Context: an optimization exercise on an open-source flow, tuned for small area, a short achievable clock period and few clock cycles per item. The choices shown serve that exercise and are no tape-out recipe.
Where RTL was checked, it was by simulation tests only, not by an equivalence proof against the original.
No activity file was given, so power comes from the tool's default toggle rates.

Setup of build 66:
## vec_normalize
module vec_normalize (
  input  logic               clk,
  input  logic               rst,
  input  logic               in_valid,
  output logic               in_ready,
  input  logic signed [27:0] real_1,
  input  logic signed [27:0] imag_1,
  input  logic signed [27:0] real_2,
  input  logic signed [27:0] imag_2,
  input  logic signed [55:0] norm_in,
  output logic               out_valid,
  input  logic               out_ready,
  output logic signed [27:0] q_real_1,
  output logic signed [27:0] q_imag_1,
  output logic signed [27:0] q_real_2,
  output logic signed [27:0] q_imag_2,
  output logic               div_zero,
  output logic               sat
);
Size: about 3900 cells after synthesis, roughly 560 flip-flops, ~290 I/O pins, roughly 0.036 sq mm of cells after synthesis.
Settings: LEC_CHECK=0, CAP_MARGIN=20, CORE_MARGIN=2, CORE_UTILIZATION=40, SLEW_MARGIN=20; clock period 11.0 ns.
standard.sh (not shown) runs the stock make flow with config.mk's settings and CLKGATE_MAP_FILE= SYNTH_SCRIPT=/design/flow/synth_recipe.tcl, a recipe that flattens the netlist after the stock synthesis.
==> flow/flow/run.sh <==
#!/bin/bash
# The standard flow, with its timing repair aimed at a period well below the
# clock's and plain buffers on the ports; make's output goes to standard.log,
# each ORFS step's to its own log under orfs/logs.
bash standard.sh SETUP_SLACK_MARGIN=7.5 TNS_END_PERCENT=100 CORE_UTILIZATION=40 CTS_CLUSTER_SIZE=30 CTS_CLUSTER_DIAMETER=60 \
  "BUFFER_PORTS_ARGS=-buffer_cell sky130_fd_sc_hd__buf_2" finish > standard.log 2>&1
Testbench counts of build 66, summed over its fixed seeds: cycles 9,352, items 512.
#### Input delta (trial 71 over build 66)
--- a/flow/design.v
+++ b/flow/design.v
@@ -352,35 +352,28 @@
       end else if (!ycnt[1]) begin
         ycnt <= ycnt + 2'd1;
       end
     end
   end
   logic [5:0]  nmsb_in;    
   logic        big_in, dz_in;
-  logic [5:0]  nmsb_q;
-  logic        big_q, dz_q;
   logic [63:0]  lzv;
   logic [383:0] lzi;
   always_comb begin
     lzv = {10'd0, norm_in[53:0]};
     lzi = '0;
     for (int lv = 0; lv < 6; lv++)
       for (int i = 0; i < (64 >> (lv + 1)); i++) begin
         lzi[6*i +: 6] = lzv[2*i+1] ? (lzi[6*(2*i+1) +: 6] | 6'(1 << lv)) : lzi[6*(2*i) +: 6];
         lzv[i] = lzv[2*i+1] | lzv[2*i];
       end
     nmsb_in = lzi[5:0];
   end
   assign dz_in  = norm_in[55] | (norm_in == '0);
   assign big_in = dz_in | norm_in[54];
-  always_ff @(posedge clk) begin
-    nmsb_q <= nmsb_in;
-    big_q  <= big_in;
-    dz_q   <= dz_in;
-  end
   logic [1:0]        run, fin, ld, free, xfer, last, satd;
   logic [1:0][4:0]   j;          
   logic [1:0][52:0]  r;          
   logic [1:0][8:0]   l;          
   logic [1:0][15:0]  qp;         
   logic [1:0]        c_sg, c_sat;
   logic [1:0][1:0]   cidx;       
@@ -459,17 +452,17 @@
       if (satd[u]) c_sat[u] <= 1'b1;
       if (ld[u]) begin
         c_sg[u]  <= y_sg;
         c_sat[u] <= 1'b0;
         cidx[u]  <= sidx;
         ctag[u]  <= itag;
         nrm[u]   <= norm_in[53:0];
-        nmsb[u]  <= nmsb_q;
-        big[u]   <= big_q;
-        dz[u]    <= dz_q;
+        nmsb[u]  <= nmsb_in;
+        big[u]   <= big_in;
+        dz[u]    <= dz_in;
       end
       if (xfer[u]) begin
         wq[u]   <= qp_n[u];
         wsg[u]  <= c_sg[u];
         wsat[u] <= c_sat[u];
         wdz[u]  <= dz[u];
         widx[u] <= cidx[u];
--- outcome ---
Sum of routed wire length over all layers delta for trial 71 relative to build 66: 1.1% higher
When trial 71 is measured against build 66, its synthesized instance count turns out 29 higher.
Trial 71 -> build 66: row count delta 0, exact match
On placement-stage cell area, trial 71 tracks build 66 almost exactly.
Largest net degree at the start of global routing is higher on build 66
Sort trial 71 and build 66 by detailed-route vias per instance, descending, and trial 71 comes first.
Compare trial 71 and build 66 | part of the power in combinational logic lower: build 66
Trial 71 reports its highest-delay cell along the critical path as sky130_fd_sc_hd__or4_4 while build 66 reports sky130_fd_sc_hd__edfxtp_1.
Build 66 consumes less power than trial 71.
Internal power summed over all cells came out lower on trial 71 than on build 66.
The total number of clock tree sinks of trial 71 falls short of that of build 66 by 8.
Clock share of power in trial 71 is 2.5 points lower than in build 66
Clock buffer count came out lower on trial 71 than on build 66.
Trial 71 reports its timing endpoint of the critical path as nmsb[8]$_DFFE_PP_ while build 66 reports q_real_1[21].
Testbench counts of trial 71, summed over its fixed seeds: cycles 9,352, items 512.

========
== v21 ==
vec_normalize with an RTL version that a note above also has.
Size in the first run: roughly 3,900 cells after synthesis, roughly 550 flip-flops, about 290 I/O pins.
Settings: LEC_CHECK=0, CAP_MARGIN=20, CORE_MARGIN=2, CORE_UTILIZATION=40, SLEW_MARGIN=20; clock period 11.0 ns.
==> flow/flow/run.sh <==
#!/bin/bash
# The standard flow, with its timing repair aimed at a period well below the
# clock's and plain buffers on the ports; make's output goes to standard.log,
# each ORFS step's to its own log under orfs/logs.
bash standard.sh SETUP_SLACK_MARGIN=7.5 TNS_END_PERCENT=100 CORE_UTILIZATION=40 \
  "BUFFER_PORTS_ARGS=-buffer_cell sky130_fd_sc_hd__buf_2" finish > standard.log 2>&1
v21: all stages complete, timing, DRC and antenna checks passed
Testbench counts of v21, summed over its fixed seeds: cycles 9,352, items 512.
#### Input delta (v29 over v21)
--- a/flow/design.v
+++ b/flow/design.v
@@ -387,21 +387,21 @@
   logic [1:0]        wv, wsg, wsat, wdz, wbw, wtag;
   logic              otag;       
   logic [1:0][15:0]  wq;
   logic [1:0][1:0]   widx;
   logic [1:0][16:0]  wdat;
   logic              ov, vfree;
   for (genvar u = 0; u < 2; u++) begin : g_div
     logic [56:0] dsum;
     logic [15:0] mag;
     assign t[u] = {r[u], l[u][8]};
-    assign dsum = {3'd0, t[u]} - {3'd0, nrm[u]};
+    assign dsum = bk_add({2'd0, t[u]}, {2'b11, ~nrm[u]}, 1'b1);
     assign d[u] = dsum[53:0];
     assign ge[u] = ~dsum[55] & ~big[u];    
     always_comb begin
       sm[u][54] = big[u];
       for (int i = 0; i < 54; i++) sm[u][i] = big[u] | (6'(i) <= nmsb[u]);
     end
     always_comb begin
       z3[u] = 1'b1;
       z8[u] = 1'b1;
       for (int i = 0; i < 53; i++) begin
Notes after the runs:
- v29 vs v21 on global-route wire length before repair: v29 is the lower one.
- Vias per cell, v29 and v21: lower on v29
- Delta (v29 minus v21): aggregate routed wire length dropped about 6%, die height dropped about 1.8%, total routing usage reported by global routing dropped 0.59 points, power in sequential cells dropped about 4%.
- What v29 reported for wire length the detailed router placed on met1 has to be multiplied by 1.07 to get the figure for v21.
- v29 ends up with a design area that is about 1.5% lower than in v21.
- The run showing the smaller sequential share of layout area is v21.
- v21 ended up with edfxtp_1 as its slowest stage cell on the critical path; v29 ended up with fa_2.
Only the layout flow was run in v29; the RTL was not checked for function there.

re-timing with driven ports:
How much do the figures lean on ideal ports? The routed layouts below were timed once more, with nothing changed but the port constraints.
Step 1 sets driving cells, clkbuf_16 on the clock port and buf_2 on the other inputs (assumed; they add their load-dependent delay and slew).
Step 2 moves the port delays by t, midway between the first and last clock arrival at a register: inputs arrive t later, outputs are due t later. That takes back most of the time a late clock gives input paths.
a / b / c = ideal / step 1 / step 2; a / b = the first two.
run | t (ns) | setup slack, ns | worst setup path after step 2 | slew at the worst register clock pin (ns)
build 66 | 0.695 | 7.447 / 7.380 / 6.896 | input to register | 0.08 / 0.08
trial 71 | 0.660 | 7.423 / 7.390 / 6.774 | input to register | 0.10 / 0.10
v21 | 0.692 | 7.436 / 7.370 / 6.791 | input to register | 0.07 / 0.07
v29 | 0.708 | 7.329 / 7.329 / 6.806 | input to register | 0.07 / 0.07
After both steps setup and hold are still met in every run listed. The setup slack of trial 71, which loses most, moves by -0.033 ns with the drivers and by -0.649 ns with both steps.
